This design comes from an exercise in tuning for small area, a short achievable clock period and few clock cycles per item on the open sky130 flow, not from production work. At most, simulation tests tie the RTL to the original design; equivalence was not proved. No functional check of the RTL was part of runs 2 and 4 to 6. Power is estimated from default activity; no workload was simulated.

==> flow/design.v <==
`timescale 1ns / 1ps
package epsm_pkg;
	localparam int MAX_PAT = 64;
	localparam int LEN_W   = $clog2(MAX_PAT) + 1;
	localparam int IDX_W   = 32;
	localparam int SYM_W   = 8;
	localparam logic [LEN_W-1:0] LEN_MAX = LEN_W'(MAX_PAT);
	localparam logic [1:0] FUNC_START  = 2'd0;
	localparam logic [1:0] FUNC_APPEND = 2'd1;
	localparam logic [1:0] FUNC_TEXT   = 2'd2;
	localparam logic [1:0] FUNC_NONE   = 2'd3;
endpackage
`timescale 1ns / 1ps
module exact_pattern_stream_matcher (
	input  logic                       clk,
	input  logic                       arst_n,
	input  logic                       in_valid,
	output logic                       in_stall,
	input  logic [1:0]                 func,
	input  logic [epsm_pkg::SYM_W-1:0] symbol,
	output logic                       out_valid,
	input  logic                       out_stall,
	output logic [epsm_pkg::IDX_W-1:0] match_start,
	output logic                       pattern_overflow
);
	localparam int N  = epsm_pkg::MAX_PAT;
	localparam int LW = epsm_pkg::LEN_W;
	localparam int PW = LW - 1;
	localparam int SW = epsm_pkg::SYM_W;
	localparam int IW = epsm_pkg::IDX_W;
	logic          in_stall_q;
	logic          ir_v;
	logic [1:0]    ir_f;
	logic [SW-1:0] ir_s;
	logic [SW-1:0] csym_q;     
	logic          gt_q;       
	logic          rc_q;       
	logic          gs_q;       
	logic          gw_q;       
	logic          gf_q;       
	logic          gv_q;       
	logic          xr_q;       
	logic          yr_q;       
	logic [SW-1:0] plast_q;    
	logic          len1_q;     
	logic          fill0_q;    
	logic          tok_q;      
	logic [PW-1:0] cyc_q;      
	logic [PW-1:0] zz_q;       
	logic [PW-1:0] sm_q;       
	logic [LW-1:0] len_q;
	logic [LW-1:0] fill_q;     
	logic [PW-1:0] tp_q;       
	logic          ovf_q;
	logic [IW-1:0] sc_q;       
	logic [SW-1:0] pat_q [N];
	logic [SW-1:0] txt_q [N];
	logic [N-1:0]  d_q;
	logic          v0, v1, block_q;
	logic [IW-1:0] st0, st1;
	logic          ov0, ov1;
	logic len0, len_full;
	assign len0     = (len_q == '0);
	assign len_full = (len_q == epsm_pkg::LEN_MAX);
	logic [N-1:0] oh_zz, oh_sm;
	always_comb begin
		for (int s = 0; s < N; s++) begin
			oh_zz[s] = (zz_q == PW'(s));
			oh_sm[s] = (sm_q == PW'(s));
		end
	end
	logic         consume;
	logic [N-1:0] eq, d_step;
	assign consume = gt_q || rc_q;
	always_comb begin
		for (int s = 0; s < N; s++) begin
			eq[s] = (pat_q[s] == csym_q);
		end
		for (int s = 0; s < N; s++) begin
			d_step[s] = (d_q[s] || oh_zz[s]) && eq[(s + N - 1) % N];
		end
	end
	logic hit;
	assign hit = gt_q && !len0 && (len1_q || |(d_q & oh_sm)) && (plast_q == csym_q);
	logic [PW-1:0] cyc_d, zz_d, sm_d, tp_d;
	logic [LW-1:0] len_d, fill_d;
	logic [IW-1:0] sc_inc, sc_dec;
	assign cyc_d = cyc_q + PW'(1);
	assign zz_d  = gf_q ? PW'(1) : zz_q + PW'(1);
	assign sm_d  = gf_q ? PW'(1) : (gw_q ? sm_q : sm_q + PW'(1));
	assign tp_d  = gt_q ? cyc_d : tp_q;
	assign len_d = gs_q ? LW'(1) : (gw_q ? len_q + LW'(1) : len_q);
	assign fill_d = gs_q ? '0 : ((gt_q && !fill_q[LW-1]) ? fill_q + LW'(1) : fill_q);
	logic [IW/4-1:0] g1, g0, gc1, gc0;
	logic [IW-1:0]   c1, c0;
	for (genvar j = 0; j < IW / 4; j++) begin : g_grp
		assign g1[j] = &sc_q[4*j +: 4];
		assign g0[j] = ~|sc_q[4*j +: 4];
		if (j == 0) begin : g_first
			assign gc1[j] = 1'b1;
			assign gc0[j] = 1'b1;
		end else begin : g_rest
			assign gc1[j] = &g1[j-1:0];
			assign gc0[j] = &g0[j-1:0];
		end
		assign c1[4*j]   = gc1[j];
		assign c0[4*j]   = gc0[j];
		assign c1[4*j+1] = gc1[j] & sc_q[4*j];
		assign c0[4*j+1] = gc0[j] & ~sc_q[4*j];
		assign c1[4*j+2] = gc1[j] & sc_q[4*j] & sc_q[4*j+1];
		assign c0[4*j+2] = gc0[j] & ~sc_q[4*j] & ~sc_q[4*j+1];
		assign c1[4*j+3] = gc1[j] & sc_q[4*j] & sc_q[4*j+1] & sc_q[4*j+2];
		assign c0[4*j+3] = gc0[j] & ~sc_q[4*j] & ~sc_q[4*j+1] & ~sc_q[4*j+2];
	end
	assign sc_inc = sc_q ^ c1;
	assign sc_dec = sc_q ^ c0;
	logic pop, v0_d, v1_d, block_d;
	assign pop     = v0 && !out_stall;
	assign v0_d    = v1 || hit || (v0 && !pop);
	assign v1_d    = v1 ? !pop : (v0 && !pop && hit);
	assign block_d = (v1 && !pop) || (v1 && gt_q) || (v0 && !pop && gt_q);
	logic          irv_d;
	logic [1:0]    irf_d;
	logic [SW-1:0] irs_d;
	assign irv_d = in_stall_q ? ir_v : in_valid;
	assign irf_d = in_stall_q ? ir_f : func;
	assign irs_d = in_stall_q ? ir_s : symbol;
	logic n_text, n_app, n_start;
	assign n_text  = irv_d && (irf_d == epsm_pkg::FUNC_TEXT);
	assign n_app   = irv_d && (irf_d == epsm_pkg::FUNC_APPEND);
	assign n_start = irv_d && (irf_d == epsm_pkg::FUNC_START);
	logic app_ok_d, len0_d, lenf_d, txt_ok_d, rc_d, gt_d, ga_d, wait_d;
	logic [PW-1:0] rlen;
	assign len0_d   = (len_d == '0);
	assign lenf_d   = (len_d == epsm_pkg::LEN_MAX);
	assign app_ok_d = len0_d || lenf_d || (sm_d == PW'(1));
	assign txt_ok_d = tok_q;
	assign rc_d     = n_text && !txt_ok_d && (xr_q || (rc_q && !yr_q));
	logic xr_d, yr_d;
	assign rlen = fill_q[LW-1] ? PW'(N - 1) : fill_q[PW-1:0];
	assign xr_d = !gt_q && !gs_q && (PW'(cyc_q + PW'(2)) == PW'(tp_q - rlen));
	assign yr_d = !gt_q && (PW'(cyc_q + PW'(2)) == tp_q);
	logic fill0_d, tok_d;
	assign fill0_d = gs_q || (fill0_q && !gt_q);
	assign tok_d   = n_start || (fill0_d && !gt_d) || gt_d || (rc_d && yr_d);
	assign gt_d     = n_text && txt_ok_d && !block_d;
	assign ga_d     = n_app && app_ok_d;
	assign wait_d   = (n_text && !gt_d) || (n_app && !app_ok_d);
	always_ff @(posedge clk or negedge arst_n) begin
		if (!arst_n) begin
			in_stall_q <= 1'b0;
			ir_v       <= 1'b0;
			gt_q       <= 1'b0;
			rc_q       <= 1'b0;
			gs_q       <= 1'b0;
			gw_q       <= 1'b0;
			gf_q       <= 1'b0;
			gv_q       <= 1'b0;
			xr_q       <= 1'b0;
			yr_q       <= 1'b0;
			len1_q     <= 1'b0;
			fill0_q    <= 1'b1;
			tok_q      <= 1'b1;
			cyc_q      <= '0;
			zz_q       <= '0;
			sm_q       <= '0;
			len_q      <= '0;
			fill_q     <= '0;
			tp_q       <= '0;
			ovf_q      <= 1'b0;
			sc_q       <= IW'(1);
			v0         <= 1'b0;
			v1         <= 1'b0;
			block_q    <= 1'b0;
		end else begin
			in_stall_q <= wait_d;
			ir_v       <= irv_d;
			gt_q       <= gt_d;
			rc_q       <= rc_d;
			gs_q       <= n_start;
			gw_q       <= n_start || (ga_d && !lenf_d);
			gf_q       <= n_start || (ga_d && len0_d);
			gv_q       <= ga_d && lenf_d;
			xr_q       <= xr_d;
			yr_q       <= yr_d;
			len1_q     <= (len_d == LW'(1));
			fill0_q    <= fill0_d;
			tok_q      <= tok_d;
			cyc_q      <= cyc_d;
			zz_q       <= zz_d;
			sm_q       <= sm_d;
			len_q      <= len_d;
			fill_q     <= fill_d;
			tp_q       <= tp_d;
			v0         <= v0_d;
			v1         <= v1_d;
			block_q    <= block_d;
			if (gs_q) begin
				ovf_q <= 1'b0;
				sc_q  <= '0;
			end else if (gv_q) begin
				ovf_q <= 1'b1;
			end else if (gw_q) begin
				sc_q <= sc_dec;
			end else if (gt_q) begin
				sc_q <= sc_inc;
			end
		end
	end
	always_ff @(posedge clk) begin
		ir_f   <= irf_d;
		ir_s   <= irs_d;
		csym_q <= rc_d ? txt_q[N-2] : irs_d;
		if (gw_q) begin
			plast_q <= ir_s;
		end
	end
	always_ff @(posedge clk) begin
		for (int s = 1; s < N; s++) begin
			pat_q[s] <= pat_q[s-1];
			txt_q[s] <= txt_q[s-1];
		end
		pat_q[0] <= gw_q ? ir_s : pat_q[N-1];
		txt_q[0] <= gt_q ? ir_s : txt_q[N-1];
	end
	always_ff @(posedge clk) begin
		d_q <= consume ? d_step : '0;
	end
	always_ff @(posedge clk) begin
		if (!v0 || pop) begin
			st0 <= v1 ? st1 : sc_q;
			ov0 <= v1 ? ov1 : ovf_q;
		end
		if (!v1) begin
			st1 <= sc_q;
			ov1 <= ovf_q;
		end
	end
	assign in_stall         = in_stall_q;
	assign out_valid        = v0;
	assign match_start      = st0;
	assign pattern_overflow = ov0;
endmodule
==> flow/run.sh <==
#!/bin/bash
# synth_recipe.tcl (not shown) runs the flow's synth.tcl, then flattens the netlist and writes it again
# the make line also repeats each setting of config.mk as NAME=value (left out here)
make -C /OpenROAD-flow-scripts/flow DESIGN_CONFIG=/design/flow/config.mk WORK_HOME=/design/flow/orfs CLKGATE_MAP_FILE= SYNTH_SCRIPT=/design/flow/synth_recipe.tcl finish
==> flow/config.mk <==
export PLATFORM = sky130hd
export DESIGN_NAME = exact_pattern_stream_matcher
export DESIGN_NICKNAME = exact_pattern_stream_matcher
export VERILOG_FILES = /design/flow/design.v
export SDC_FILE = /design/flow/constraint.sdc
export NUM_CORES = 4
export LEC_CHECK = 0
export CAP_MARGIN = 20
export CORE_MARGIN = 2
export CORE_UTILIZATION = 60
export CTS_CLUSTER_DIAMETER = 80
export CTS_CLUSTER_SIZE = 28
export PLACE_DENSITY = 0.72
export SETUP_SLACK_MARGIN = 2.8
export SLEW_MARGIN = 20
==> flow/constraint.sdc <==
create_clock -name core_clock -period 5.0 [get_ports {clk}]
set_input_delay 1.0000 -clock core_clock [delete_from_list [all_inputs] [get_ports {clk}]]
set_output_delay 1.0000 -clock core_clock [all_outputs]
set_load 0.01 [all_outputs]
==> results.toml, run 1 <==
[die]
start_util_pct = 60.9
die_y_um = 252
design.core.area_sq_um = 60500
io_pins = 49
rows = 90
die_area_sq_um = 63400
die_width_um = 252

[worst_setup_path]
path_cells = "buf_2"
crit_fanout = 1
crit_type = "register to output pin"
cp_top_family = "flip-flops"
slowest_stage = "edfxtp_1"
start_kind = "register"
crit_cells = 1
ff2ff_path_depth = 5
critPathMaxStageDelay_ns = 0.44
crit_buf_inv = 1
r2r_start = "gs_q"
endpoint_kind = "output pin"
rr_endpoint = "sc_q[20]"
worstPathRequired_ns = 4.00
cp.arrival_ns = 1.26
reg2reg_slack_ns = 2.81

[grt]
grt_usage_pct = 23.7
grt_max_degree = 63
grt_pass1_vias = 20100
antenna_found_initial = 1
grt_pass1_wl_um = 116000
overflow = 0

[timing]
clock.fmax_ghz = 0.442
worstMarginPinSlew_ns = 0.884
tns_ns = 0
rsz0062_at_grt = "yes"
skew_ns = 0.0292
relSlewSlack_pct = 41.1
period_share_pct = 45.3
finalHoldViolations = 0
period_needed_ns = 2.26
slew_viol_final = 0
finalSetupViolations = 0

[synthesis]
netlist-cell-type-count = 67
synth_area_leaders = "dfxtp_1 (62%), xor2_1 (7.1%), xnor2_1 (7.0%)"
yosysTopAreaCellShare_pct = 61.9
yosysWarningCount = 3
synth_ff_type = "dfxtp_1"
synth-seq-cells = 1266
synth_edf_count = 41
synth-seq-area-share_pct = 71.1
ys_async_sr_fraction_pct = 6.79
synth_top_area_cell = "dfxtp_1"
synth_nets = 2757
synth_area_per_cell_sq_um = 13.5
syn_inst = 2724
syn_area_sq_um = 36800

[routing]
wirelength_um = 75000
drt.antenna.violating_nets = 0
drt-wirelength-per-cell_um = 21.0
viasPerCell = 5.37
num_vias = 19200
drc = 0
first_pass_iters = 5
drt_iter0_drc = 1188

[pwr]
power_frac_comb_pct = 19.6
switchingPower_uw = 6490
power_leakage_uw = 0.0156
p_int_uw = 15500
p_total_uw = 22000
power_density_nw_per_um2 = 546
p_sw_share_pct = 29.5
p_seq_share_pct = 57.6
ir_drop_v = 0.000391
clock_power_share_pct = 22.8

[worst_hold_path]
hold_depth = 0
min_from = "txt_q[55][4]"
worstHoldPathType = "register to register"
hold_end = "txt_q[56][4]"

[final_layout]
post-route-util_pct = 66.7
fin_nets = 2804
fill_cells = 4230
drive_above_1_share_pct = 12.2
antennaDiodeCount = 0
area_growth_pct = 9.53
final_area_sq_um = 40300

[placed_design]
dpl_cell_area_sq_um = 38000
portBuffers = 48
dp_hpwl_um = 43600
gp_congestion = 0.902

[clocking]
clockBufferDepth = 3
cts_sinks = 1266
cts_max_level = 2
clk_latency_ns = 0.66
hold_buffers = 0
cts_tree = "built"
cts_root_buffer = "clkbuf_16"
clk_pin_slew_ns = 0.11
cts_made_buffers = 52

[job]
drv_cap = 0

[status]
status = "timing/DRC/antenna clean"
[layout by cell type (no fill, tap or decap), types with 52 or more instances in the layout]
| cell | n |
|---|---|
| dfxtp_1 | 1131 |
| xor2_1 | 299 |
| xnor2_1 | 296 |
| a21oi_1 | 89 |
| nor2_1 | 80 |
| nand4_1 | 75 |
| mux2_2 | 69 |
| dfrtp_1 | 66 |
| nor4_1 | 65 |
| or4_1 | 64 |
| clkbuf_16 | 52 |
[through the flow]
stage                     hold WS (ns)  cells  setup WS, ns
after floorplan                  0.310   2724          2.80
after global placement           0.310   3455          1.89
after detailed placement         0.312   3455          1.76
after CTS                        0.323   3549          2.69
after global routing             0.331   3573          2.69
final                            0.322   3573          2.74
[power groups by stage]
stage / Sequential (uW) / Combinational, uW / Clock [uW]
floorplan: 12300 / 3070 / 0
global placement: 13100 / 3340 / 0
detailed placement: 13100 / 3450 / 0
CTS: 12800 / 3980 / 5110
global route: 12800 / 4700 / 5460
finish: 12700 / 4320 / 5020
[how the worst max path moves through the flow]
stage	from	to	slack (ns)
after CTS	st0[7]	match_start[7]	2.69
after detailed placement	gt_q	v1	1.76
after global routing	st0[7]	match_start[7]	2.69
after floorplan	gw_q	pat_q[0][0]	2.80
final	st0[7]	match_start[7]	2.74
after global placement	gt_q	v1	1.89
[registers in the layout (all words and copies together) (netlist names), 6 cells and up]
register,flops
pat_q,512
st1,32
tp_q,6
d_q,64
csym_q,8
st0,32
plast_q,8
fill_q,7
sc_q,32
cyc_q,6
sm_q,6
zz_q,6
txt_q,512
len_q,7
ir_s,8
[per-layer routing]
| layer | up-vias | GRT usage (%) | share of wire (%) |
|---|---|---|---|
| met5 | - | 0 | 0.012 |
| met1 | 9514 | 31.9 | 45 |
| li1 | 9126 | - | - |
| met2 | 385 | 39.4 | 48 |
| met4 | 2 | 8.04 | 3.1 |
| met3 | 143 | 3.53 | 4.5 |
[what timing repair did]
action / CTS / global route
setup buffers: 20 / 23
cloned: 0 / 1
pin swaps: 5 / 25
endpoints found under the setup margin: 147 / 84
resized for setup: 208 / 64
[synthesized netlist by cell type, types with 3 or more instances]
library cell and count:
nand2_1 32, nand3b_1 4, and3_1 6, a221oi_1 4, clkbuf_1 65, nor2_1 84, mux2_2 69, buf_1 30
or4_4 3, a22oi_1 11, xnor2_1 296, a21oi_1 92, o21a_1 3, o21ai_0 19, nand2b_1 10, edfxtp_1 41
and3b_1 3, dfstp_2 3, mux2i_1 16, nor3b_1 7, or2_2 3, dfxtp_1 1139, buf_2 20, a211oi_1 6
nand4b_1 3, or4_1 64, nor3_1 18, nor2b_1 16, ha_1 18, a31oi_1 4, inv_1 19, o2bb2ai_1 4
dfrtp_1 83, nand4_1 75, and2_1 14, or3_1 8, nand3_1 21, nor4_1 76, xor2_1 299
[worst register-to-register path: cells and delay by family (launching register included)]
family	cells	cell delay [ns]
compound gates	2	0.41
buf+inv	1	0.33
simple gates	2	0.83
flops	1	0.54
[final cells by class]
class                      instances  area [sq um]  area share [%]
clock inverter                     8           125           0.310
inverter                          20          78.8           0.195
sequential                      1266         26200            65.1
multi-input combinational       1323         10500            26.1
tap                              782           978            2.43
clock buffer                      66          1370            3.41
timing repair buffer             108          1010            2.50
[cell families (layout without fill, tap and decap cells)]
kind of cell               after synthesis  after routing  synth area share (%)
adders and majority gates               19             19                 0.666
DFF                                   1266           1266                  71.1
and+or+nand+nor                        454            454                  7.22
xor gates and xnor gates               595            595                  14.1
AOI/OAI and AO/OA                      169            170                  2.83
buffers and inverters                  136            202                  1.47
muxes                                   85             85                  2.54
Testbench counts, summed over its fixed seeds: cycles 23,488, items 23,488.
==> inputs of run 2 (changes only) <==
--- a/flow/design.v
+++ b/flow/design.v
@@ -148,7 +148,6 @@
 	assign wait_d   = (n_text && !gt_d) || (n_app && !app_ok_d);
 	always_ff @(posedge clk or negedge arst_n) begin
 		if (!arst_n) begin
-			in_stall_q <= 1'b0;
 			ir_v       <= 1'b0;
 			gt_q       <= 1'b0;
 			rc_q       <= 1'b0;
@@ -173,7 +172,6 @@
 			v1         <= 1'b0;
 			block_q    <= 1'b0;
 		end else begin
-			in_stall_q <= wait_d;
 			ir_v       <= irv_d;
 			gt_q       <= gt_d;
 			rc_q       <= rc_d;
@@ -208,6 +206,7 @@
 		end
 	end
 	always_ff @(posedge clk) begin
+		in_stall_q <= wait_d;
 		ir_f   <= irf_d;
 		ir_s   <= irs_d;
 		csym_q <= rc_d ? txt_q[N-2] : irs_d;
==> results.toml, run 2 <==
[timing]
worstMarginPinSlew_ns = 0.799
relSlewSlack_pct = 46.8
skew_ns = 0.0331
finalHoldViolations = 0
rsz0062_at_grt = "yes"
tns_ns = 0
clock.fmax_ghz = 0.445
slew_viol_final = 0
period_share_pct = 45.0
period_needed_ns = 2.25
finalSetupViolations = 0

[routing]
drt-wirelength-per-cell_um = 20.8
drt_iter0_drc = 1093
num_vias = 19100
drc = 0
viasPerCell = 5.33
drt.antenna.violating_nets = 0
wirelength_um = 74500
first_pass_iters = 5

[synthesis]
ys_async_sr_fraction_pct = 6.71
synth_ff_type = "dfxtp_1"
synth-seq-area-share_pct = 71.2
synth-seq-cells = 1266
netlist-cell-type-count = 71
yosysMostFrequentCell = "dfxtp_1"
synth_edf_count = 41
synth_nets = 2746
yosysWarningCount = 3
synth_area_per_cell_sq_um = 13.5
syn_inst = 2713
synth_area_leaders = "dfxtp_1 (62%), xnor2_1 (7.2%), xor2_1 (6.9%)"
syn_area_sq_um = 36800
netlist_top_cells_count = "dfxtp_1 (1,140), xnor2_1 (302), xor2_1 (291)"
synth_top_area_cell = "dfxtp_1"
yosysTopAreaCellShare_pct = 62.1

[clocking]
cts_max_level = 2
hold_buffers = 0
cts_sinks = 1266
clk_pin_slew_ns = 0.10
clockBufferDepth = 3
cts_made_buffers = 51
cts_root_buffer = "clkbuf_16"
cts_tree = "built"
clk_latency_ns = 0.66

[worst_hold_path]
worstHoldPathType = "register to register"
hold_depth = 0
min_from = "txt_q[4][0]"
hold_end = "txt_q[5][0]"

[die]
die_area_sq_um = 63300
start_util_pct = 60.8
die_width_um = 252
die_y_um = 252
io_pins = 49
design.core.area_sq_um = 60500
rows = 90

[grt]
grt_pass1_vias = 19700
grt_usage_pct = 23.3
overflow = 0
antenna_found_initial = 0
grt_max_degree = 62
grt_pass1_wl_um = 114000

[worst_setup_path]
start_kind = "register"
crit_fanout = 8
reg2reg_slack_ns = 2.75
cp.arrival_ns = 2.76
endpoint_kind = "register"
rr_endpoint = "sc_q[25]"
worstPathRequired_ns = 5.51
r2r_start = "sc_q[1]"
ff2ff_path_depth = 7
crit_type = "register to register"

[pwr]
power_density_nw_per_um2 = 550
ir_drop_v = 0.000461
power_leakage_uw = 0.0158

[final_layout]
drive_above_1_share_pct = 12.2
layout_common_cells = "dfxtp_1 (1,131), xnor2_1 (301), xor2_1 (291)"
antennaDiodeCount = 0
area_growth_pct = 9.68
fin_nets = 2810
multi_input_area_sq_um = 10500
fill_cells = 4204
final_common_cell = "dfxtp_1"
finalNonFillerCells = 3574
regArea_sq_um = 26200
reg_top3 = "pat_q x512, txt_q x512, d_q x64"
post-route-util_pct = 66.7

[placed_design]
dp_cells = 3453
portBuffers = 48
dp_hpwl_um = 44100
gp_congestion = 0.895

[job]
drv_cap = 0

[status]
status = "timing/DRC/antenna clean"
-- run 2: cell types whose count changed in the layout (fill, tap and decap cells not counted), moves of 7 or more --
| cell | before | now |
|---|---|---|
| buf_4 | 37 | 60 |
| nand3_1 | 20 | 13 |
| nor3_1 | 13 | 6 |
| nor4_2 | 9 | 1 |
| xor2_1 | 299 | 291 |
-- run 2: worst max-delay path, cell delays in order (launching register included) --
cell	delay (ns)
dfrtp_2	0.47
o41a_1	0.49
a221o_2	0.41
a21o_4	0.25
buf_4	0.15
nor4_4	0.14
xnor2_1	0.15
nor2_1	0.05
-- run 2: timing repair --
| item | in CTS | in global routing |
|---|---|---|
| endpoints found under the setup margin | 126 | 89 |
| pin swaps | 13 | 21 |
| buffers inserted | 25 | 27 |
| cloned | 1 | 0 |
| resized for setup | 196 | 48 |
-- run 2: cell type report --
| class | count | share of cell area (%) |
|---|---|---|
| sequential | 1266 | 65.1 |
| multi-input combinational | 1314 | 25.9 |
| clock buffer | 63 | 3.36 |
| timing repair buffer | 124 | 2.74 |
| tap | 782 | 2.43 |
| clock inverter | 5 | 0.267 |
| inverter | 20 | 0.192 |
-- run 2: cell families (layout without fill, tap and decap cells) --
kind of cell / after synthesis / after routing / synth area share [%]
buf+inv: 134 / 212 / 1.43
mux: 84 / 84 / 2.53
fa+ha+maj: 19 / 19 / 0.667
xor+xnor: 593 / 593 / 14.1
simple gates: 449 / 449 / 7.20
compound gates: 168 / 169 / 2.82
flops: 1266 / 1266 / 71.2
-- run 2: worst max path at each step --
stage | start | endpoint | slack [ns] | cells after the start
floorplan | sc_q[8] | sc_q[26] | 2.80 | 7
global placement | sm_q[3] | v1 | 1.99 | 5
detailed placement | sm_q[3] | v1 | 1.88 | 5
CTS | sc_q[11] | sc_q[23] | 2.73 | 6
global route | sc_q[9] | sc_q[30] | 2.67 | 7
finish | sc_q[1] | sc_q[25] | 2.75 | 7
-- run 2: where the power goes --
part,switching [uW],internal [uW],total (uW)
Clock,2970,1960,4920
Combinational,2370,2110,4480
Sequential,1170,11600,12800
-- run 2: per-layer routing --
layer | track usage [%] | wire, um | vias up | part of all wire [%]
met5 | 0 | 0 | - | 0
met2 | 39.5 | 35800 | 378 | 48
met3 | 2.87 | 2800 | 138 | 3.8
met1 | 31.4 | 33600 | 9418 | 45
met4 | 7.11 | 2350 | 0 | 3.2
li1 | - | - | 9132 | -
-- run 2: through the flow --
stage	setup WS, ns	total power (uW)	area, sq um	hold slack, ns
6_report	2.75	22200	40300	0.323
5_1_grt	2.67	23100	40300	0.325
4_1_cts	2.73	21900	39900	0.316
3_5_place_dp	1.88	16700	38100	0.312
3_3_place_gp	1.99	16600	38100	0.310
2_1_floorplan	2.80	15500	36800	0.310
==> inputs of run 3 (changes only) <==
--- a/flow/design.v
+++ b/flow/design.v
@@ -148,6 +148,7 @@
 	assign wait_d   = (n_text && !gt_d) || (n_app && !app_ok_d);
 	always_ff @(posedge clk or negedge arst_n) begin
 		if (!arst_n) begin
+			in_stall_q <= 1'b0;
 			ir_v       <= 1'b0;
 			gt_q       <= 1'b0;
 			rc_q       <= 1'b0;
@@ -172,6 +173,7 @@
 			v1         <= 1'b0;
 			block_q    <= 1'b0;
 		end else begin
+			in_stall_q <= wait_d;
 			ir_v       <= irv_d;
 			gt_q       <= gt_d;
 			rc_q       <= rc_d;
@@ -206,7 +208,6 @@
 		end
 	end
 	always_ff @(posedge clk) begin
-		in_stall_q <= wait_d;
 		ir_f   <= irf_d;
 		ir_s   <= irs_d;
 		csym_q <= rc_d ? txt_q[N-2] : irs_d;
--- a/flow/config.mk
+++ b/flow/config.mk
@@ -8,8 +8,8 @@
 export CAP_MARGIN = 20
 export CORE_MARGIN = 2
 export CORE_UTILIZATION = 60
-export CTS_CLUSTER_DIAMETER = 80
+export CTS_CLUSTER_DIAMETER = 100
 export CTS_CLUSTER_SIZE = 28
 export PLACE_DENSITY = 0.72
-export SETUP_SLACK_MARGIN = 2.8
+export SETUP_SLACK_MARGIN = 2.7
 export SLEW_MARGIN = 20
==> results.toml, run 3 <==
[status]
status = "timing/DRC/antenna clean"

[grt]
grt_max_degree = 62
overflow = 0
grt_pass1_vias = 20000
grt_usage_pct = 23.7
grt_pass1_wl_um = 117000
antenna_found_initial = 1

[final_layout]
final_common_cell = "dfxtp_1"
area_growth_pct = 8.74
post-route-util_pct = 66.2
drive_above_1_share_pct = 10.7
fin_nets = 2798
antennaDiodeCount = 0
reg_top3 = "pat_q x512, txt_q x512, d_q x64"
final_area_sq_um = 40000
layout_common_cells = "dfxtp_1 (1,131), xor2_1 (299), xnor2_1 (296)"

[pwr]
power_leakage_uw = 0.0155
p_total_uw = 21900
power_density_nw_per_um2 = 546
ir_drop_v = 0.000456

[clocking]
cts_tree = "built"
clk_latency_ns = 0.66
cts_max_level = 2
cts_made_buffers = 51
cts_sinks = 1266
cts_root_buffer = "clkbuf_16"
clockBufferDepth = 3
clk_pin_slew_ns = 0.10

[timing]
period_share_pct = 45.9
finalSetupViolations = 0
skew_ns = 0.0344
tns_ns = 0
rsz0062_at_grt = "yes"
slew_viol_final = 0
holdWs_ns = 0.304
finalHoldViolations = 0
period_needed_ns = 2.30
clock.fmax_ghz = 0.436
relSlewSlack_pct = 41.2
worstMarginPinSlew_ns = 0.882

[worst_setup_path]
crit_fanout = 2
cp.arrival_ns = 1.30
cp_top_family = "flip-flops"
slowest_stage = "dfrtp_4"
crit_buf_inv = 1
critPathMaxStageDelay_ns = 0.50
crit_type = "register to output pin"
start_kind = "register"
path_cells = "clkbuf_2"
endpoint_kind = "output pin"
worstPathRequired_ns = 4.00

[routing]
drt-wirelength-per-cell_um = 21.2
first_pass_iters = 5
drt.antenna.violating_nets = 0
viasPerCell = 5.39
wirelength_um = 75400
num_vias = 19200
drt_iter0_drc = 1342
drc = 0

[die]
die_area_sq_um = 63400
start_util_pct = 60.9
io_pins = 49
die_y_um = 252
die_width_um = 252
design.core.area_sq_um = 60500
rows = 90

[synthesis]
netlist_top_cells_count = "dfxtp_1 (1,139), xor2_1 (299), xnor2_1 (296)"
synth_top_area_cell = "dfxtp_1"
synth_edf_count = 41
synth_area_leaders = "dfxtp_1 (62%), xor2_1 (7.1%), xnor2_1 (7.0%)"
synth_nets = 2757
yosysMostFrequentCell = "dfxtp_1"
synth-seq-area-share_pct = 71.1
ys_async_sr_fraction_pct = 6.79
synth_area_per_cell_sq_um = 13.5
syn_area_sq_um = 36800
yosysTopAreaCellShare_pct = 61.9
netlist-cell-type-count = 67
syn_inst = 2724
synth-seq-cells = 1266
yosysWarningCount = 3
synth_ff_type = "dfxtp_1"

[placed_design]
portBuffers = 48
dp_hpwl_um = 44000
gp_congestion = 0.900
dpl_cell_area_sq_um = 38000

[worst_hold_path]
worstHoldPathType = "register to register"

[job]
drv_cap = 0
run 3: worst reg2reg max path: cells and delay by family, from the launching register on:
family                   cells  cell delay, ns
adder cells (fa/ha/maj)      1            0.23
AO/OA/AOI/OAI                5            0.93
buffers and inverters        3            0.46
AND/OR/NAND/NOR              1            0.09
flip-flops                   1            0.43
run 3: cell families (layout without fill, tap and decap cells):
family	after synthesis	count (layout)	synth area share [%]
AOI/OAI and AO/OA	169	169	2.83
xor gates and xnor gates	595	595	14.1
adders and majority gates	19	19	0.666
buffers and inverters	136	194	1.47
DFF	1266	1266	71.1
muxes	85	85	2.54
and+or+nand+nor	454	455	7.22
run 3: worst paths after layout:
kind / slack [ns] / from / endpoint / depth (start not counted)
max: 2.70 / in_stall_q / in_stall / 1
min: 0.30 / txt_q[44][2] / txt_q[45][2] / 0
max reg2reg: 2.75 / sm_q[1] / v1 / 10
min reg2reg: 0.30 / txt_q[44][2] / txt_q[45][2] / 0
max in group asynchronous: 3.62 / arst_n / tok_q / 2
min in group asynchronous: 0.45 / arst_n / sc_q[10] / 1
run 3: per-stage QoR:
stage | worst slack, ns | std cells
floorplan | 2.73 | 2724
global placement | 1.95 | 3458
detailed placement | 1.96 | 3458
CTS | 2.56 | 3546
global route | 2.60 | 3565
finish | 2.70 | 3565
run 3: power breakdown:
group | total (uW) | internal (uW) | switching (uW)
Sequential | 12700 | 11500 | 1170
Clock | 4930 | 1930 | 3000
Combinational | 4210 | 1930 | 2280
Total | 21900 | 15400 | 6450
run 3: area by class of cell:
cell class | count | area [sq um]
Inverter | 20 | 76.3
Tap cell | 782 | 978
Clock inverter | 4 | 120
Timing Repair Buffer | 103 | 916
Fill cell | 4212 | 20400
Clock buffer | 67 | 1340
Multi-Input combinational cell | 1323 | 10400
Sequential cell | 1266 | 26200
run 3: timing repair:
| item | 4_1_cts | 5_1_grt |
|---|---|---|
| hold buffers | 0 | 0 |
| gates resized for setup | 133 | 66 |
| endpoints found under the setup margin | 132 | 87 |
| gates cloned | 1 | 0 |
| setup buffers | 16 | 19 |
| pin swaps | 3 | 11 |
run 3: per-layer routing:
metal / GRT usage (%) / part of all wire, % / up-vias
met5: 0 / 0 / -
met4: 6.28 / 2.5 / 0
met3: 3.22 / 4.6 / 108
met2: 39.6 / 47 / 463
met1: 32.8 / 45 / 9539
li1: - / - / 9115
Testbench counts of run 3, summed over its fixed seeds: cycles 23,488, items 23,488.
==> inputs of run 4 (changes only) <==
--- a/flow/design.v
+++ b/flow/design.v
@@ -33,6 +33,8 @@
 	logic [1:0]    ir_f;
 	logic [SW-1:0] ir_s;
 	logic [SW-1:0] csym_q;     
+	logic [SW-1:0] csymb_q;    
+	logic [7:0]    smh_q, sml_q;  
 	logic          gt_q;       
 	logic          rc_q;       
 	logic          gs_q;       
@@ -62,11 +64,10 @@
 	logic len0, len_full;
 	assign len0     = (len_q == '0);
 	assign len_full = (len_q == epsm_pkg::LEN_MAX);
-	logic [N-1:0] oh_zz, oh_sm;
+	logic [N-1:0] oh_zz;
 	always_comb begin
 		for (int s = 0; s < N; s++) begin
 			oh_zz[s] = (zz_q == PW'(s));
-			oh_sm[s] = (sm_q == PW'(s));
 		end
 	end
 	logic         consume;
@@ -74,14 +75,20 @@
 	assign consume = gt_q || rc_q;
 	always_comb begin
 		for (int s = 0; s < N; s++) begin
-			eq[s] = (pat_q[s] == csym_q);
+			eq[s] = (s < N / 2) ? (pat_q[s] == csym_q) : (pat_q[s] == ~csymb_q);
 		end
 		for (int s = 0; s < N; s++) begin
 			d_step[s] = (d_q[s] || oh_zz[s]) && eq[(s + N - 1) % N];
 		end
 	end
 	logic hit;
-	assign hit = gt_q && !len0 && (len1_q || |(d_q & oh_sm)) && (plast_q == csym_q);
+	logic [7:0] dsel_h;
+	always_comb begin
+		for (int h = 0; h < 8; h++) begin
+			dsel_h[h] = smh_q[h] && |(d_q[8*h +: 8] & sml_q);
+		end
+	end
+	assign hit = gt_q && !len0 && (len1_q || |dsel_h) && (plast_q == csym_q);
 	logic [PW-1:0] cyc_d, zz_d, sm_d, tp_d;
 	logic [LW-1:0] len_d, fill_d;
 	logic [IW-1:0] sc_inc, sc_dec;
@@ -148,7 +155,6 @@
 	assign wait_d   = (n_text && !gt_d) || (n_app && !app_ok_d);
 	always_ff @(posedge clk or negedge arst_n) begin
 		if (!arst_n) begin
-			in_stall_q <= 1'b0;
 			ir_v       <= 1'b0;
 			gt_q       <= 1'b0;
 			rc_q       <= 1'b0;
@@ -173,7 +179,6 @@
 			v1         <= 1'b0;
 			block_q    <= 1'b0;
 		end else begin
-			in_stall_q <= wait_d;
 			ir_v       <= irv_d;
 			gt_q       <= gt_d;
 			rc_q       <= rc_d;
@@ -208,9 +213,15 @@
 		end
 	end
 	always_ff @(posedge clk) begin
+		in_stall_q <= wait_d;
 		ir_f   <= irf_d;
 		ir_s   <= irs_d;
 		csym_q <= rc_d ? txt_q[N-2] : irs_d;
+		csymb_q <= ~(rc_d ? txt_q[N-2] : irs_d);
+		for (int h = 0; h < 8; h++) begin
+			smh_q[h] <= (sm_d[5:3] == 3'(h));
+			sml_q[h] <= (sm_d[2:0] == 3'(h));
+		end
 		if (gw_q) begin
 			plast_q <= ir_s;
 		end
--- a/flow/config.mk
+++ b/flow/config.mk
@@ -7,9 +7,8 @@
 export LEC_CHECK = 0
 export CAP_MARGIN = 20
 export CORE_MARGIN = 2
-export CORE_UTILIZATION = 60
+export CORE_UTILIZATION = 40
 export CTS_CLUSTER_DIAMETER = 100
 export CTS_CLUSTER_SIZE = 28
-export PLACE_DENSITY = 0.72
-export SETUP_SLACK_MARGIN = 2.7
+export SETUP_SLACK_MARGIN = 2.8
 export SLEW_MARGIN = 20
==> results.toml, run 4 <==
[grt]
overflow = 0
grt_pass1_wl_um = 113000
grt_usage_pct = 15.0
grt_max_degree = 58
antenna_found_initial = 0
grt_pass1_vias = 19600

[placed_design]
gp_congestion = 0.781
dp_hpwl_um = 45400
dp_cells = 3943
portBuffers = 48
dpl_cell_area_sq_um = 39000

[worst_hold_path]
min_from = "txt_q[21][0]"
worstHoldPathType = "register to register"
hold_end = "txt_q[22][0]"
hold_depth = 0

[synthesis]
synth_area_leaders = "dfxtp_1 (63%), xnor2_1 (7.3%), xor2_1 (6.7%)"
netlist-cell-type-count = 61
synth_top_area_cell = "dfxtp_1"
ys_async_sr_fraction_pct = 6.59
synth_edf_count = 41
synth-seq-cells = 1290
yosysTopAreaCellShare_pct = 62.6
synth_area_per_cell_sq_um = 13.5
yosysMostFrequentCell = "dfxtp_1"
yosysWarningCount = 3
synth_nets = 2783
syn_area_sq_um = 37200
netlist_top_cells_count = "dfxtp_1 (1,164), xnor2_1 (310), xor2_1 (287)"
synth-seq-area-share_pct = 71.6
syn_inst = 2753
synth_ff_type = "dfxtp_1"

[routing]
drt.antenna.violating_nets = 0
viasPerCell = 4.68
drt-wirelength-per-cell_um = 17.8
drt_iter0_drc = 1136
first_pass_iters = 5
wirelength_um = 71800
num_vias = 18900
drc = 0

[pwr]
power_density_nw_per_um2 = 559
power_leakage_uw = 0.0158
ir_drop_v = 0.000343
p_total_uw = 23000

[worst_setup_path]
ff2ff_path_depth = 8
critPathMaxStageDelay_ns = 0.48
reg2reg_slack_ns = 2.69
crit_type = "register to register"
endpoint_kind = "register"
crit_path_start = "gw_q"
crit_fanout = 6
r2r_start = "gw_q"
cp.arrival_ns = 2.87
start_kind = "register"
worstPathRequired_ns = 5.57
path_cells = "buf_12, or4b_4, nor4_4, buf_6, nand3b_1, a211oi_2, xnor2_1, nor2_1"
rr_endpoint = "sc_q[19]"
slowest_stage = "or4b_4"

[timing]
finalSetupViolations = 0
tns_ns = 0
period_needed_ns = 2.31
skew_ns = 0.0477
holdWs_ns = 0.314
rsz0062_at_grt = "yes"
period_share_pct = 46.2
finalHoldViolations = 0
relSlewSlack_pct = 42.9
worstMarginPinSlew_ns = 0.850
clock.fmax_ghz = 0.433
slew_viol_final = 0

[die]
design.core.area_sq_um = 91900
rows = 111
die_area_sq_um = 95600
die_width_um = 309
io_pins = 49
die_y_um = 309
start_util_pct = 40.5

[final_layout]
drive_above_1_share_pct = 11.8
area_growth_pct = 10.4
fin_nets = 2814
layout_common_cells = "dfxtp_1 (1,139), xnor2_1 (310), xor2_1 (286)"
finalNonFillerCells = 4045
antennaDiodeCount = 0
final_common_cell = "dfxtp_1"
final_area_sq_um = 41100
reg_top3 = "pat_q x512, txt_q x512, d_q x64"

[clocking]
clk_pin_slew_ns = 0.11
hold_buffers = 0
cts_sinks = 1290
cts_made_buffers = 52
cts_root_buffer = "clkbuf_16"
cts_max_level = 2
clk_latency_ns = 0.67
cts_tree = "built"
clockBufferDepth = 3

[job]
drv_cap = 0

[status]
status = "timing/DRC/antenna clean"
-- run 4: layout make-up --
cell class,count,area [sq um]
clock inverters,5,126
clock buffers,67,1380
inverters,29,110
multi-input cells,1311,10400
fillers,8378,50800
repair buffers,100,843
well taps,1243,1560
flip-flops and latches,1290,26700
-- run 4: what timing repair did --
action	4_1_cts	5_1_grt
endpoints found under the setup margin	147	102
pin swaps	7	27
gates resized for setup	214	69
buffers inserted	16	11
cloned	1	2
-- run 4: cells by family after synthesis --
logic type      count (synthesis)  synth area share [%]
xor+xnor                      597                  14.0
compound gates                165                  2.76
buf+inv                       154                  1.67
mux                            76                  2.25
fa+ha+maj                      16                 0.558
flops                        1290                  71.6
simple gates                  455                  7.13
-- run 4: worst max-delay path by stage --
stage / end / slack, ns / cells after the start
2_1_floorplan: csym_q[0] / 2.81 / 7
5_1_grt: sc_q[18] / 2.64 / 8
3_5_place_dp: tok_q / 1.91 / 7
4_1_cts: in_stall / 2.66 / 1
3_3_place_gp: csym_q[6] / 2.00 / 7
6_report: sc_q[19] / 2.69 / 8
-- run 4: metal layers --
| layer | up-vias | share of wire (%) | GRT usage (%) | wire (um) |
|---|---|---|---|---|
| met1 | 9350 | 47 | 21.0 | 34100 |
| met2 | 309 | 46 | 24.6 | 33300 |
| met3 | 89 | 3.8 | 1.97 | 2750 |
| met4 | 0 | 2.3 | 3.79 | 1690 |
| met5 | - | 0 | 0 | 0 |
| li1 | 9184 | - | - | - |
-- run 4: power breakdown --
part,switching (uW),internal (uW)
clock,3000,2040
sequential,1380,12000
combinational,2410,2160
total,6790,16200
-- run 4: metrics by stage --
| step | setup slack [ns] | util, % |
|---|---|---|
| 3_3_place_gp | 2.00 | 42.4 |
| 3_5_place_dp | 1.91 | 42.4 |
| 4_1_cts | 2.66 | 44.3 |
| 2_1_floorplan | 2.81 | - |
| 6_report | 2.69 | 44.7 |
| 5_1_grt | 2.64 | 44.7 |
-- run 4: critical path: cells and delay by family, from the launching register on --
kind            cells  cell delay, ns
compound gates      1            0.33
simple gates        4            0.98
xor+xnor            1            0.15
buf+inv             2            0.29
flops               1            0.46
==> inputs of run 5 (changes only) <==
--- a/flow/design.v
+++ b/flow/design.v
@@ -98,29 +98,24 @@
 	assign tp_d  = gt_q ? cyc_d : tp_q;
 	assign len_d = gs_q ? LW'(1) : (gw_q ? len_q + LW'(1) : len_q);
 	assign fill_d = gs_q ? '0 : ((gt_q && !fill_q[LW-1]) ? fill_q + LW'(1) : fill_q);
-	logic [IW/4-1:0] g1, g0, gc1, gc0;
-	logic [IW-1:0]   c1, c0;
-	for (genvar j = 0; j < IW / 4; j++) begin : g_grp
-		assign g1[j] = &sc_q[4*j +: 4];
-		assign g0[j] = ~|sc_q[4*j +: 4];
-		if (j == 0) begin : g_first
-			assign gc1[j] = 1'b1;
-			assign gc0[j] = 1'b1;
-		end else begin : g_rest
-			assign gc1[j] = &g1[j-1:0];
-			assign gc0[j] = &g0[j-1:0];
-		end
-		assign c1[4*j]   = gc1[j];
-		assign c0[4*j]   = gc0[j];
-		assign c1[4*j+1] = gc1[j] & sc_q[4*j];
-		assign c0[4*j+1] = gc0[j] & ~sc_q[4*j];
-		assign c1[4*j+2] = gc1[j] & sc_q[4*j] & sc_q[4*j+1];
-		assign c0[4*j+2] = gc0[j] & ~sc_q[4*j] & ~sc_q[4*j+1];
-		assign c1[4*j+3] = gc1[j] & sc_q[4*j] & sc_q[4*j+1] & sc_q[4*j+2];
-		assign c0[4*j+3] = gc0[j] & ~sc_q[4*j] & ~sc_q[4*j+1] & ~sc_q[4*j+2];
-	end
-	assign sc_inc = sc_q ^ c1;
-	assign sc_dec = sc_q ^ c0;
+	logic [7:0]    lo_c1, lo_c0, sc_lo_d;
+	logic [IW-9:0] hi_c1, hi_c0;
+	logic          lo_ff_q, lo_00_q;
+	assign lo_c1[0] = 1'b1;
+	assign lo_c0[0] = 1'b1;
+	for (genvar i = 1; i < 8; i++) begin : g_lo
+		assign lo_c1[i] = &sc_q[i-1:0];
+		assign lo_c0[i] = ~|sc_q[i-1:0];
+	end
+	assign hi_c1[0] = 1'b1;
+	assign hi_c0[0] = 1'b1;
+	for (genvar i = 1; i < IW - 8; i++) begin : g_hi
+		assign hi_c1[i] = &sc_q[8 +: i];
+		assign hi_c0[i] = ~|sc_q[8 +: i];
+	end
+	assign sc_inc = {sc_q[IW-1:8] ^ (hi_c1 & {(IW-8){lo_ff_q}}), sc_q[7:0] ^ lo_c1};
+	assign sc_dec = {sc_q[IW-1:8] ^ (hi_c0 & {(IW-8){lo_00_q}}), sc_q[7:0] ^ lo_c0};
+	assign sc_lo_d = gs_q ? 8'h00 : (gv_q ? sc_q[7:0] : (gw_q ? sc_dec[7:0] : (gt_q ? sc_inc[7:0] : sc_q[7:0])));
 	logic pop, v0_d, v1_d, block_d;
 	assign pop     = v0 && !out_stall;
 	assign v0_d    = v1 || hit || (v0 && !pop);
@@ -175,6 +170,8 @@
 			tp_q       <= '0;
 			ovf_q      <= 1'b0;
 			sc_q       <= IW'(1);
+			lo_ff_q    <= 1'b0;
+			lo_00_q    <= 1'b0;
 			v0         <= 1'b0;
 			v1         <= 1'b0;
 			block_q    <= 1'b0;
@@ -200,6 +197,8 @@
 			v0         <= v0_d;
 			v1         <= v1_d;
 			block_q    <= block_d;
+			lo_ff_q    <= (sc_lo_d == 8'hff);
+			lo_00_q    <= (sc_lo_d == 8'h00);
 			if (gs_q) begin
 				ovf_q <= 1'b0;
 				sc_q  <= '0;
==> results.toml, run 5 <==
[grt]
grt_max_degree = 51
grt_use_met3_pct = 2.06
grt_usage_pct = 15.2
grt_use_met2_pct = 24.2
busiest_layer = "met2"
grt.met1_usage_pct = 21.7
grt_pass1_vias = 20100
grt_pass1_wl_um = 115000
antenna_found_initial = 0
overflow = 0

[timing]
slew_viol_final = 0
holdWs_ns = 0.317
period_share_pct = 46.7
period_needed_ns = 2.33
skew_ns = 0.0243
rsz0062_at_grt = "yes"
finalHoldViolations = 0
clock.fmax_ghz = 0.429
finalSetupViolations = 0
setup_slack_ns = 2.67
worstMarginPinSlew_ns = 0.810
tns_ns = 0
relSlewSlack_pct = 46.0

[worst_setup_path]
start_kind = "register"
crit_fanout = 10
ff2ff_path_depth = 7
endpoint_kind = "register"
worstPathRequired_ns = 5.59
cp.arrival_ns = 2.92
crit_path_start = "gw_q"
crit_type = "register to register"
r2r_start = "gw_q"

[worst_hold_path]
min_from = "txt_q[54][0]"
worstHoldPathType = "register to register"
hold_depth = 0

[clocking]
cts_made_buffers = 52
cts_tree = "built"
clk_latency_ns = 0.66
cts_sinks = 1292
cts_root_buffer = "clkbuf_16"
clockBufferDepth = 3
cts_max_level = 2
hold_buffers = 0
clk_pin_slew_ns = 0.11

[routing]
drt-wirelength-per-cell_um = 17.7
drc = 0
drt_iter0_drc = 978
num_vias = 19300
first_pass_iters = 4
wirelength_um = 72900
drt.antenna.violating_nets = 0
viasPerCell = 4.71

[synthesis]
synth_area_per_cell_sq_um = 13.5
synth_nets = 2815
synth_edf_count = 41
syn_area_sq_um = 37400
ys_async_sr_fraction_pct = 6.73
netlist_top_cells_count = "dfxtp_1 (1,164), xnor2_1 (306), xor2_1 (280)"
syn_inst = 2779
yosysWarningCount = 3
yosysTopAreaCellShare_pct = 62.3
synth-seq-cells = 1292
synth_top_area_cell = "dfxtp_1"
synth_area_leaders = "dfxtp_1 (62%), xnor2_1 (7.2%), xor2_1 (6.6%)"
yosysMostFrequentCell = "dfxtp_1"
netlist-cell-type-count = 57
synth-seq-area-share_pct = 71.5
synth_ff_type = "dfxtp_1"

[final_layout]
fill_cells = 8393
multi_input_area_sq_um = 10400
reg_top3 = "pat_q x512, txt_q x512, d_q x64"
antennaDiodeCount = 0
regArea_sq_um = 26800
layout_common_cells = "dfxtp_1 (1,142), xnor2_1 (305), xor2_1 (280)"
finalNonFillerCells = 4107
drive_above_1_share_pct = 12.1
final_common_cell = "dfxtp_1"
area_growth_pct = 10.5
fin_nets = 2873

[die]
io_pins = 49
die_area_sq_um = 95900
rows = 112
design.core.area_sq_um = 92900
die_width_um = 310
start_util_pct = 40.2
die_y_um = 310

[pwr]
power_density_nw_per_um2 = 541
power_leakage_uw = 0.0160
ir_drop_v = 0.000346

[job]
drv_cap = 0

[placed_design]
portBuffers = 48
pre_cts_ws_ns = 1.94
dp_cells = 3993
gp_congestion = 0.793
dp_hpwl_um = 46300

[status]
status = "timing/DRC/antenna clean"
[run 5: cell count changes after synthesis, moves of 7 or more]
cell and delta:
buf_2 -7, nand2_1 +7, o21ai_0 +7, xor2_1 -7
[run 5: worst paths after layout]
check | endpoint | slack, ns
min in group asynchronous | sc_q[14] | 0.39
worst max-delay path | sc_q[31] | 2.67
worst min register to register | txt_q[55][0] | 0.32
worst max register to register | sc_q[31] | 2.67
max in group asynchronous | gw_q | 3.65
worst min-delay path | txt_q[55][0] | 0.32
[run 5: worst max-delay path, stage by stage, from the launching register on]
cell and delay [ns]:
dfrtp_4 0.46, buf_12 0.14, or4b_4 0.50, nor4_4 0.26
nand4_1 0.15, mux2_4 0.30, or3_4 0.33, a21oi_2 0.12
[run 5: through the flow]
| step | util (%) | instance area, sq um | power, uW |
|---|---|---|---|
| 6_report | 44.5 | 41300 | 22400 |
| 5_1_grt | 44.5 | 41300 | 23500 |
| 4_1_cts | 44.0 | 40800 | 22300 |
| 3_5_place_dp | 42.2 | 39200 | 17200 |
| 3_3_place_gp | 42.2 | 39200 | 17100 |
| 2_1_floorplan | - | 37400 | 15800 |
[run 5: area by class of cell]
class	instances	area share, %
clock inverters	5	0.248
multi-input cells	1333	25.2
inverters	35	0.321
well taps	1254	3.80
flip-flops and latches	1292	64.8
repair buffers	123	2.36
clock buffers	65	3.28
[run 5: power breakdown]
part	switching, uW	internal (uW)
Clock	3030	1960
Sequential	1280	11900
Combinational	2210	1990
Total	6520	15900
[run 5: cell families (layout without fill, tap and decap cells)]
logic type | count (synthesis) | count (layout) | synth area share, %
xor+xnor | 586 | 586 | 13.7
compound gates | 178 | 178 | 2.90
mux | 75 | 75 | 2.21
fa+ha+maj | 22 | 22 | 0.756
simple gates | 471 | 472 | 7.31
buf+inv | 155 | 228 | 1.65
flops | 1292 | 1292 | 71.5
[run 5: per-layer routing]
| metal | part of all wire, % | up-vias |
|---|---|---|
| li1 | - | 9322 |
| met1 | 49 | 9604 |
| met2 | 46 | 312 |
| met3 | 3.8 | 91 |
| met4 | 2.0 | 0 |
| met5 | 0 | - |
[run 5: repair_timing]
action,in CTS,in global routing
pin swaps,11,22
buffers inserted,13,29
cloned,1,1
resized for setup,208,66
setup endpoints to repair,146,100
==> inputs of run 6 (changes only) <==
--- a/flow/config.mk
+++ b/flow/config.mk
@@ -7,8 +7,9 @@
 export LEC_CHECK = 0
 export CAP_MARGIN = 20
 export CORE_MARGIN = 2
-export CORE_UTILIZATION = 40
-export CTS_CLUSTER_DIAMETER = 100
+export CORE_UTILIZATION = 60
+export CTS_CLUSTER_DIAMETER = 80
 export CTS_CLUSTER_SIZE = 28
+export PLACE_DENSITY = 0.72
 export SETUP_SLACK_MARGIN = 2.8
 export SLEW_MARGIN = 20
==> results.toml, run 6 <==
[routing]
num_vias = 19300
wirelength_um = 70200
drc = 0
drt-wirelength-per-cell_um = 19.0
drt.antenna.violating_nets = 0
viasPerCell = 5.25
drt_iter0_drc = 1309
first_pass_iters = 5

[synthesis]
synth_area_leaders = "dfxtp_1 (62%), xnor2_1 (7.2%), xor2_1 (6.6%)"
synth_edf_count = 41
netlist-cell-type-count = 57
ys_async_sr_fraction_pct = 6.73
synth_nets = 2815
synth_ff_type = "dfxtp_1"
yosysMostFrequentCell = "dfxtp_1"
netlist_top_cells_count = "dfxtp_1 (1,164), xnor2_1 (306), xor2_1 (280)"
yosysTopAreaCellShare_pct = 62.3
syn_inst = 2779
synth-seq-cells = 1292
synth_area_per_cell_sq_um = 13.5
yosysWarningCount = 3
synth_top_area_cell = "dfxtp_1"
synth-seq-area-share_pct = 71.5
syn_area_sq_um = 37400

[placed_design]
portBuffers = 48
dp_hpwl_um = 44100
dpl_cell_area_sq_um = 38600
gp_congestion = 0.844
pre_cts_ws_ns = 1.76

[grt]
overflow = 0
grt_max_degree = 65
grt_use_met2_pct = 34.4
grt_pass1_vias = 19600
grt_use_met3_pct = 3.35
antenna_found_initial = 2
busiest_layer = "met2"
grt_usage_pct = 21.9
grt.met1_usage_pct = 31.1
grt_pass1_wl_um = 110000

[pwr]
power_density_nw_per_um2 = 547
power_leakage_uw = 0.0160
ir_drop_v = 0.000377

[timing]
finalSetupViolations = 0
slew_viol_final = 0
worstMarginPinSlew_ns = 0.915
relSlewSlack_pct = 39.0
period_share_pct = 47.9
period_needed_ns = 2.40
clock.fmax_ghz = 0.417
finalHoldViolations = 0
tns_ns = 0
setup_slack_ns = 2.60
skew_ns = 0.0384
rsz0062_at_grt = "yes"

[worst_setup_path]
crit_fanout = 3
cp.arrival_ns = 2.98
worstPathRequired_ns = 5.58
endpoint_kind = "register"
crit_type = "register to register"
r2r_start = "sc_q[0]"
start_kind = "register"
crit_path_start = "sc_q[0]"

[final_layout]
multi_input_area_sq_um = 10300
drive_above_1_share_pct = 11.8
regArea_sq_um = 26800
reg_top3 = "pat_q x512, txt_q x512, d_q x64"
area_growth_pct = 8.76
final_common_cell = "dfxtp_1"
final_area_sq_um = 40700
fin_nets = 2868
layout_common_cells = "dfxtp_1 (1,139), xnor2_1 (305), xor2_1 (280)"
post-route-util_pct = 65.9
fill_cells = 4548

[clocking]
cts_max_level = 2
clockBufferDepth = 3
clk_latency_ns = 0.68
hold_buffers = 0
cts_sinks = 1292
cts_made_buffers = 52
cts_tree = "built"
cts_root_buffer = "clkbuf_16"
clk_pin_slew_ns = 0.11

[status]
status = "timing/DRC/antenna clean"

[job]
drv_cap = 0

[worst_hold_path]
min_from = "txt_q[60][5]"
worstHoldPathType = "register to register"

[die]
die_y_um = 254
die_width_um = 254
start_util_pct = 60.6
io_pins = 49
rows = 91
die_area_sq_um = 64300
design.core.area_sq_um = 61700
## run 6: layer usage
layer  vias up  wire length [um]
met1      9506             32500
met2       391             32000
met3       116              3450
met5         -                13
li1       9324                 -
met4         2              2180
## run 6: cell families after synthesis
group	count (synthesis)	share of synthesized area [%]
flip-flops	1292	71.5
XOR/XNOR	586	13.7
AND/OR/NAND/NOR	471	7.31
AO/OA/AOI/OAI	178	2.90
buffers and inverters	155	1.65
multiplexers	75	2.21
adder cells (fa/ha/maj)	22	0.756
## run 6: power by group
group          total, uW  internal, uW  switching (uW)
registers          13300         11900            1360
logic               4060          1970            2090
clock network       4930          1950            2980
## run 6: worst max-delay path: stages (launching register included)
cell and delay, ns:
dfstp_2 0.59, ha_4 0.14, and3_4 0.20, ha_4 0.12
nand3b_1 0.09, a21oi_2 0.21, xnor2_2 0.14, nor2_1 0.07
or4_1 0.57, nor4_2 0.17
## run 6: worst paths after layout
| check | end | slack, ns | depth (start not counted) |
|---|---|---|---|
| min in group asynchronous | sc_q[13] | 0.36 | 1 |
| max in group asynchronous | gw_q | 3.66 | 2 |
| setup / recovery | lo_00_q | 2.60 | 9 |
| hold / removal | txt_q[61][5] | 0.31 | 0 |
| hold reg to reg | txt_q[61][5] | 0.31 | 0 |
| setup reg to reg | lo_00_q | 2.60 | 9 |
## run 6: final cells by class
type	instances	share of cell area (%)
inverters	35	0.326
multi-input cells	1333	25.4
flip-flops and latches	1292	65.9
well taps	837	2.58
repair buffers	118	2.16
clock inverters	7	0.298
clock buffers	62	3.29
diodes	1	0.00615
## run 6: timing repair
item,4_1_cts,5_1_grt
gates cloned,0,1
resized for setup,197,63
pin swaps,13,13
endpoints found under the setup margin,141,97
setup buffers,20,27
## run 6: per-stage QoR
step                      total power (uW)  instances  hold WS (ns)
after floorplan                      15800       2779         0.310
after global placement               17000       3567         0.313
after detailed placement             17100       3567         0.312
final                                22300       3685         0.314
after global routing                 23300       3684         0.324
after CTS                            22200       3656         0.325

[separate check: timing with driven ports]
In the flow no input, the clock included, has a driving cell. The finished layouts below were timed again as built, in two steps. Step 1 (the two cells are an assumption about what drives the block):
set clk [get_ports {clk}]
set_driving_cell -lib_cell sky130_fd_sc_hd__clkbuf_16 $clk
set_driving_cell -lib_cell sky130_fd_sc_hd__buf_2 [delete_from_list [all_inputs] $clk]
Step 2 adds t to the input delays and takes it off the output delays; t is the mean of the earliest and latest rising clock arrival at the registers after step 1. Input paths then give back, and output paths get back, about the clock's delay inside the block. a / b / c = ideal / step 1 / step 2; a / b = the first two.
| run | t, ns | setup slack, ns | hold slack, ns | worst setup path at the end |
|---|---|---|---|---|
| run 1 | 0.706 | 2.735 / 2.677 / 2.292 | 0.322 / 0.322 / 0.322 | input to register |
| run 2 | 0.705 | 2.752 / 2.717 / 2.265 | 0.323 / 0.323 / 0.323 | input to register |
| run 3 | 0.708 | 2.705 / 2.643 / 2.226 | 0.304 / 0.304 / 0.304 | input to register |
| run 4 | 0.706 | 2.692 / 2.688 / 2.166 | 0.314 / 0.314 / 0.314 | input to register |
| run 5 | 0.712 | 2.667 / 2.667 / 2.167 | 0.317 / 0.317 / 0.317 | input to register |
| run 6 | 0.721 | 2.603 / 2.603 / 2.094 | 0.314 / 0.314 / 0.314 | input to register |
After both steps every run listed still meets setup and hold. The setup slack of run 4, which loses most, moves by -0.004 ns with the drivers and by -0.526 ns with both steps.
